Context: an optimization exercise on an open-source flow, tuned for small area and a short achievable clock period. The choices shown serve that exercise and are no tape-out recipe.
In this exercise RTL edits were held to simulation tests only and were not proved equivalent to the original.
Power is estimated from default activity; no workload was simulated.

Setup of ember:
==> flow/design.v <==
package rv32i_types;
    typedef logic [31:0] rv32i_word;
    typedef enum logic [6:0] {
        op_br  = 7'b1100011,
        op_jal = 7'b1101111
    } rv32i_opcode;
    typedef enum logic [2:0] {
        beq  = 3'b000,
        bne  = 3'b001,
        blt  = 3'b100,
        bge  = 3'b101,
        bltu = 3'b110,
        bgeu = 3'b111
    } branch_funct3_t;
    typedef logic [1:0] counter_t;
    localparam counter_t counter_init = 2'b01;  
    typedef union packed {
        struct packed {
            logic           imm12;
            logic [5:0]     imm10_5;
            logic [4:0]     rs2;
            logic [4:0]     rs1;
            branch_funct3_t funct3;
            logic [3:0]     imm4_1;
            logic           imm11;
            rv32i_opcode    opcode;
        } b_view;
        struct packed {
            logic        imm20;
            logic [9:0]  imm10_1;
            logic        imm11;
            logic [7:0]  imm19_12;
            logic [4:0]  rd;
            rv32i_opcode opcode;
        } j_view;
    } instr_u;
endpackage
module branch_unit (
    input  logic        clk,
    input  logic        rst,
    input  logic        stall_id,
    input  logic        stall_ex,
    input  logic [31:0] fetch_addr,
    input  logic [31:0] pc_id,
    input  logic [31:0] instr_id,
    input  logic [31:0] rs1_val,
    input  logic [31:0] rs2_val,
    output logic        br_take,
    output logic        br_en,
    output logic        mispred,
    output logic        redirect,
    output logic [31:0] target
);
    logic        dec_br;
    logic        dec_jal;
    logic [31:0] imm_b;
    logic [31:0] imm_j;
    logic [31:0] imm_id;
    logic        ex_we;
    assign dec_br  = (instr_id[6:0] == 7'b1100011);
    assign dec_jal = (instr_id[6:0] == 7'b1101111);
    assign imm_b   = {{20{instr_id[31]}}, instr_id[7], instr_id[30:25], instr_id[11:8], 1'b0};
    assign imm_j   = {{12{instr_id[31]}}, instr_id[19:12], instr_id[20], instr_id[30:21], 1'b0};
    assign imm_id  = dec_jal ? imm_j : imm_b;
    assign ex_we   = !stall_ex || rst;
    logic       is_branch;
    logic       is_jal;
    logic [2:0] funct3;
    always_ff @(posedge clk) begin
        if (ex_we) begin
            is_branch <= dec_br & ~rst;
            is_jal    <= dec_jal & ~rst;
            funct3    <= instr_id[14:12] & {3{~rst}};
            target    <= (pc_id + imm_id) & {32{~rst}};
        end
    end
    logic [31:0] cmp_lt [6];
    logic [31:0] cmp_eq [6];
    assign cmp_lt[0] = {1'b0, ~rs1_val[30:0] & rs2_val[30:0]};
    assign cmp_eq[0] = {1'b1, ~(rs1_val[30:0] ^ rs2_val[30:0])};
    for (genvar l = 1; l < 6; l++) begin : g_cmp
        for (genvar j = 0; j < (32 >> l); j++) begin : g_node
            assign cmp_lt[l][j] = cmp_lt[l-1][2*j+1] | (cmp_eq[l-1][2*j+1] & cmp_lt[l-1][2*j]);
            assign cmp_eq[l][j] = cmp_eq[l-1][2*j+1] & cmp_eq[l-1][2*j];
        end
        assign cmp_lt[l][31:(32 >> l)] = '0;
        assign cmp_eq[l][31:(32 >> l)] = '0;
    end
    logic eq31, eq, lt, ltu, cond, update;
    assign eq31 = ~(rs1_val[31] ^ rs2_val[31]);
    assign eq   = eq31 & cmp_eq[5][0];
    assign ltu  = (~rs1_val[31] & rs2_val[31]) | (eq31 & cmp_lt[5][0]);
    assign lt   = (rs1_val[31] & ~rs2_val[31]) | (eq31 & cmp_lt[5][0]);
    always_comb begin
        case (funct3)
            3'b000:  cond = eq;
            3'b001:  cond = !eq;
            3'b100:  cond = lt;
            3'b101:  cond = !lt;
            3'b110:  cond = ltu;
            3'b111:  cond = !ltu;
            default: cond = 1'b0;
        endcase
    end
    assign br_en  = is_jal | (is_branch & cond);
    assign update = is_branch & ~stall_ex;
    logic [3:0] ghr;
    logic [1:0] gpht [16];
    logic [3:0] lht  [32];
    logic [1:0] lpht [16];
    logic [1:0] cht  [32];
    logic [4:0] id_row,  ex_row;
    logic [3:0] id_gidx, ex_gidx;
    logic [1:0] id_gctr, ex_gctr;
    logic [3:0] id_hist, ex_hist;
    logic [1:0] id_lctr, ex_lctr;
    logic [1:0] id_ch,   ex_ch;
    function automatic logic [1:0] sat(input logic [1:0] c, input logic up);
        if (up) sat = (c == 2'b11) ? c : c + 2'b01;
        else    sat = (c == 2'b00) ? c : c - 2'b01;
    endfunction
    logic [1:0] gnxt, lnxt, chnxt;
    logic [3:0] hnxt, ghr_nxt;
    assign gnxt    = sat(ex_gctr, cond);
    assign lnxt    = sat(ex_lctr, cond);
    assign hnxt    = {ex_hist[2:0], cond};
    assign ghr_nxt = {ghr[2:0], cond};
    assign chnxt   = (ex_lctr[1] ^ ex_gctr[1]) ? sat(ex_ch, ex_lctr[1] ^ cond) : ex_ch;
    logic [1:0] gpht_wd, lpht_wd, cht_wd;
    logic [3:0] lht_wd, ghr_wd;
    assign gpht_wd = {gnxt[1] & ~rst, gnxt[0] | rst};
    assign lpht_wd = {lnxt[1] & ~rst, lnxt[0] | rst};
    assign cht_wd  = {chnxt[1] & ~rst, chnxt[0] | rst};
    assign lht_wd  = hnxt & {4{~rst}};
    assign ghr_wd  = ghr_nxt & {4{~rst}};
    always_ff @(posedge clk) begin
        if (update || rst) ghr <= ghr_wd;
    end
    for (genvar i = 0; i < 16; i++) begin : g_pht
        always_ff @(posedge clk) begin
            if ((update && ex_gidx == i) || rst) gpht[i] <= gpht_wd;
            if ((update && ex_hist == i) || rst) lpht[i] <= lpht_wd;
        end
    end
    for (genvar i = 0; i < 32; i++) begin : g_row
        always_ff @(posedge clk) begin
            if ((update && ex_row == i) || rst) begin
                lht[i] <= lht_wd;
                cht[i] <= cht_wd;
            end
        end
    end
    logic [4:0]  row;
    logic [31:0] row_oh;
    logic [31:0] lht_col [4];
    logic [31:0] cht_col [2];
    logic [15:0] gp1, lp1;
    logic [3:0]  lh_row;
    logic [1:0]  ch_row;
    assign row = fetch_addr[6:2];
    for (genvar i = 0; i < 32; i++) begin : g_oh
        assign row_oh[i] = (row == i);
        for (genvar k = 0; k < 4; k++) begin : g_l
            assign lht_col[k][i] = lht[i][k];
        end
        assign cht_col[0][i] = cht[i][0];
        assign cht_col[1][i] = cht[i][1];
    end
    for (genvar i = 0; i < 16; i++) begin : g_p1
        assign gp1[i] = gpht[i][1];
        assign lp1[i] = lpht[i][1];
    end
    for (genvar k = 0; k < 4; k++) begin : g_lh
        assign lh_row[k] = |(row_oh & lht_col[k]);
    end
    assign ch_row[0] = |(row_oh & cht_col[0]);
    assign ch_row[1] = |(row_oh & cht_col[1]);
    function automatic logic [15:0] dec16(input logic [3:0] x);
        dec16 = 16'd1 << x;
    endfunction
    logic       row_match;
    logic       row_hit;
    logic [3:0] gidx_if, hist_if;
    logic [1:0] gctr_if, lctr_if, ch_if;
    assign row_match = (row == ex_row);
    assign row_hit   = update && row_match;
    assign gidx_if   = (update ? ghr_nxt : ghr) ^ row[3:0];
    assign gctr_if   = (update && gidx_if == ex_gidx) ? gnxt : gpht[gidx_if];
    assign hist_if   = row_hit ? hnxt : lh_row;
    assign lctr_if   = (update && hist_if == ex_hist) ? lnxt : lpht[hist_if];
    assign ch_if     = row_hit ? chnxt : ch_row;
    always_ff @(posedge clk) begin
        if (!stall_id || rst) begin
            id_row  <= row     & {5{~rst}};
            id_gidx <= gidx_if & {4{~rst}};
            id_gctr <= gctr_if & {2{~rst}};
            id_hist <= hist_if & {4{~rst}};
            id_lctr <= lctr_if & {2{~rst}};
            id_ch   <= ch_if   & {2{~rst}};
        end
        if (ex_we) begin
            ex_row  <= id_row  & {5{~rst}};
            ex_gidx <= id_gidx & {4{~rst}};
            ex_gctr <= id_gctr & {2{~rst}};
            ex_hist <= id_hist & {4{~rst}};
            ex_lctr <= id_lctr & {2{~rst}};
            ex_ch   <= id_ch   & {2{~rst}};
        end
    end
    logic       t_none;
    logic [1:0] t_upd;
    logic       l_row;
    logic       lh_row_hit;
    assign l_row      = |(dec16(lh_row) & lp1);
    assign lh_row_hit = (lh_row == ex_hist);
    assign t_none     = ch_row[1] ? |(dec16(ghr ^ row[3:0]) & gp1) : l_row;
    for (genvar b = 0; b < 2; b++) begin : g_upd
        logic [3:0] gi;
        logic [3:0] hb;
        logic       g_nxt1, l_nxt1, ch_nxt1;
        logic       g_t, l_t, ch_t;
        assign g_nxt1  = b ? (ex_gctr[1] | ex_gctr[0]) : (ex_gctr[1] & ex_gctr[0]);
        assign l_nxt1  = b ? (ex_lctr[1] | ex_lctr[0]) : (ex_lctr[1] & ex_lctr[0]);
        assign ch_nxt1 = (ex_lctr[1] ^ ex_gctr[1])
                       ? (((ex_lctr[1] ^ b[0]) ? (ex_ch[1] | ex_ch[0]) : (ex_ch[1] & ex_ch[0])))
                       : ex_ch[1];
        assign gi      = {ghr[2:0], b[0]} ^ row[3:0];
        assign hb      = {ex_hist[2:0], b[0]};
        assign g_t     = (gi == ex_gidx) ? g_nxt1 : |(dec16(gi) & gp1);
        assign l_t     = row_match
                       ? ((hb == ex_hist) ? l_nxt1 : lp1[hb])
                       : (lh_row_hit ? l_nxt1 : l_row);
        assign ch_t    = row_match ? ch_nxt1 : ch_row[1];
        assign t_upd[b] = ch_t ? g_t : l_t;
    end
    assign br_take = update ? t_upd[cond] : t_none;
    logic take_ex;
    assign take_ex  = ex_ch[1] ? ex_gctr[1] : ex_lctr[1];
    assign mispred  = update & (take_ex ^ cond);
    assign redirect = mispred | is_jal;
endmodule
==> flow/config.mk <==
export PLATFORM = sky130hd
export DESIGN_NAME = branch_unit
export DESIGN_NICKNAME = branch_unit
export VERILOG_FILES = /design/flow/design.v
export SDC_FILE = /design/flow/constraint.sdc
export NUM_CORES = 4
export LEC_CHECK = 0
export CAP_MARGIN = 20
export CORE_MARGIN = 2
export CORE_UTILIZATION = 40
export SETUP_SLACK_MARGIN = 2.0
export SLEW_MARGIN = 20
export TNS_END_PERCENT = 0
==> flow/constraint.sdc <==
create_clock -name core_clock -period 6.5 [get_ports {clk}]
set_input_delay 1.3000 -clock core_clock [delete_from_list [all_inputs] [get_ports {clk}]]
set_output_delay 1.3000 -clock core_clock [all_outputs]
set_load 0.01 [all_outputs]
run.sh (not shown) runs the stock make flow with config.mk's settings and CLKGATE_MAP_FILE= SYNTH_SCRIPT=/design/flow/synth_recipe.tcl, a recipe that flattens the netlist after the stock synthesis.
ember finished all stages; the layout is clean.
Relative to ember, the following input files were edited for pepper:
- a deleted TNS_END_PERCENT that had been 0
==> comparison <==
Taking ember as the reference, in pepper cell count of the worst reg-to-reg path rose by 1; critical-path maximum fanout rose 8; non-clock buffer count picked up an extra 25; routed length on met2 higher; sequential share of layout area now smaller.
Critical-path cell with the highest stage delay: sky130_fd_sc_hd__o2111ai_1 -> ember, sky130_fd_sc_hd__a2111oi_4 -> pepper
As of pepper, mean number of vias per cell had risen slightly compared to ember.
Total of fill cells in the finished design: pepper < ember
Both conditions hold for pepper: the flow ran to the end and the final layout passed the timing, design-rule and antenna checks.
Summary of the comparison: post-layout minimum cycle time is higher in pepper, relative to ember.
First-pass GRT wire length was higher in the run labelled pepper.
Inputs modified between pepper and garnet:
- TNS_END_PERCENT newly set to 0
==> flow/flow/run.sh (new file) <==
#!/bin/bash
# The standard layout, with plain buf_1 cells as the port buffers instead of the
# delay cells buffer_ports picks by default (the resizer sizes them up where the
# timing needs it). Every tool's output goes to a log file in this folder.
set -euo pipefail
export BUFFER_PORTS_ARGS="-buffer_cell sky130_fd_sc_hd__buf_1"
bash standard.sh finish > standard_make.log 2>&1
==> flow/standard.sh (new file) <==
#!/bin/bash
# synth_recipe.tcl (not shown) runs the flow's synth.tcl, then flattens the netlist and writes it again
# the make line also repeats each setting of config.mk as NAME=value (left out here)
make -C /OpenROAD-flow-scripts/flow DESIGN_CONFIG=/design/flow/config.mk WORK_HOME=/design/flow/orfs CLKGATE_MAP_FILE= SYNTH_SCRIPT=/design/flow/synth_recipe.tcl "${@:-finish}"
removed: flow/run.sh
## What came out
Compared with pepper, in garnet cell area decreased by 9.0% relative to the old numbers, number of global-route vias before repair fell by 6.0%, final wirelength went down.
Relative to pepper, the routed length on met1 of garnet is lower by about 2.4%.
Delta (garnet minus pepper): global-route usage -1.2 points; area overhead of the layout relative to synthesis -12 points.
Est. power | garnet vs pepper | garnet lower
Detailed-router iteration count before antenna repair on garnet is down relative to pepper.
The higher slack of the worst reg-to-reg path came out of pepper.
Changes in juniper relative to garnet:
- ABC_AREA now 1, previously not set
==> flow/run.sh (new file) <==
#!/bin/bash
# synth_recipe.tcl (not shown) runs the flow's synth.tcl, then flattens the netlist and writes it again
# the make line also repeats each setting of config.mk as NAME=value (left out here)
make -C /OpenROAD-flow-scripts/flow DESIGN_CONFIG=/design/flow/config.mk WORK_HOME=/design/flow/orfs CLKGATE_MAP_FILE= SYNTH_SCRIPT=/design/flow/synth_recipe.tcl finish
removed: flow/flow/run.sh
removed: flow/standard.sh
## What came out
- juniper did not stop at any stage, and its layout met the timing, design-rule and antenna checks.
- juniper against garnet; number of buffers created by CTS is down by a few percent.
- Against garnet, juniper reports a largest vdd supply drop that is lower.
- Post-CTS setup buffer count, juniper and garnet, higher one = juniper.
- Final setup slack of the worst path: higher on juniper
- Total power for juniper: 1.6% up relative to garnet
- garnet → juniper: routed wire length -about 0.9%, areal power density over the cells fell 2.7%.
- The final reports for juniper and garnet show fraction of area in multi-input gates lower in the former.
The following lists how raven was set up differently from juniper:
==> flow/flow/run.sh (new file) <==
#!/bin/bash
# The standard layout, with plain buf_1 cells as the port buffers instead of the
# delay cells buffer_ports picks by default (the resizer sizes them up where the
# timing needs it). Every tool's output goes to a log file in this folder.
set -euo pipefail
export BUFFER_PORTS_ARGS="-buffer_cell sky130_fd_sc_hd__buf_1"
bash standard.sh finish > standard_make.log 2>&1
==> flow/standard.sh (new file) <==
#!/bin/bash
# synth_recipe.tcl (not shown) runs the flow's synth.tcl, then flattens the netlist and writes it again
# the make line also repeats each setting of config.mk as NAME=value (left out here)
make -C /OpenROAD-flow-scripts/flow DESIGN_CONFIG=/design/flow/config.mk WORK_HOME=/design/flow/orfs CLKGATE_MAP_FILE= SYNTH_SCRIPT=/design/flow/synth_recipe.tcl "${@:-finish}"
removed: flow/run.sh
--- outcome ---
Lower highest achievable clock rate among juniper and raven: raven. Compared with juniper, raven improves routed via count. The wire length of the first global-routing pass in raven sits 4.8% below the value recorded for juniper. In raven, clock group share of total power is lower than in juniper. The detailed-routing wirelength on met1 of raven falls short of that of juniper by 3.2%. Worst hold slack (lower): raven. [compare] base=juniper new=raven: power consumed by combinational cells decreased by about 10% relative to the old numbers, final critical delay including setup and external delays increased by 40 ps relative to the old numbers, total net switching power decreased by 3.5% relative to the old numbers, wire length decreased by 2500 um relative to the old numbers. raven vs. juniper: final cell count went down by 40.

-- port drivers added, routing unchanged --
The flow's constraints put no driver on any port. The routed layouts listed below were extracted and timed again, unchanged, in two steps.
Step 1: set_driving_cell puts a clkbuf_16 on clk and a buf_2 on each other input, an assumption about the parent block.
Step 2, shift: input delay + t, output delay - t, t = (earliest + latest rising clock arrival at the registers) / 2. This alone moves slack from input paths to output paths.
a / b / c = ideal ports / drivers / drivers and shift; a / b = the first two.
| run | t (ns) | setup WS [ns] | cell pins on the clock port's net |
|---|---|---|---|
| ember | 0.601 | 0.999 / 0.886 / 0.651 | 1 |
| pepper | 0.588 | 0.938 / 0.768 / 0.768 | 1 |
| garnet | 0.607 | 0.928 / 0.879 / 0.722 | 1 |
| juniper | 0.600 | 1.373 / 1.301 / 0.909 | 1 |
| raven | 0.583 | 1.333 / 1.263 / 1.237 | 1 |
After both steps every run listed still meets setup and hold. The setup slack of juniper, which loses most, moves by -0.072 ns with the drivers and by -0.464 ns with both steps.
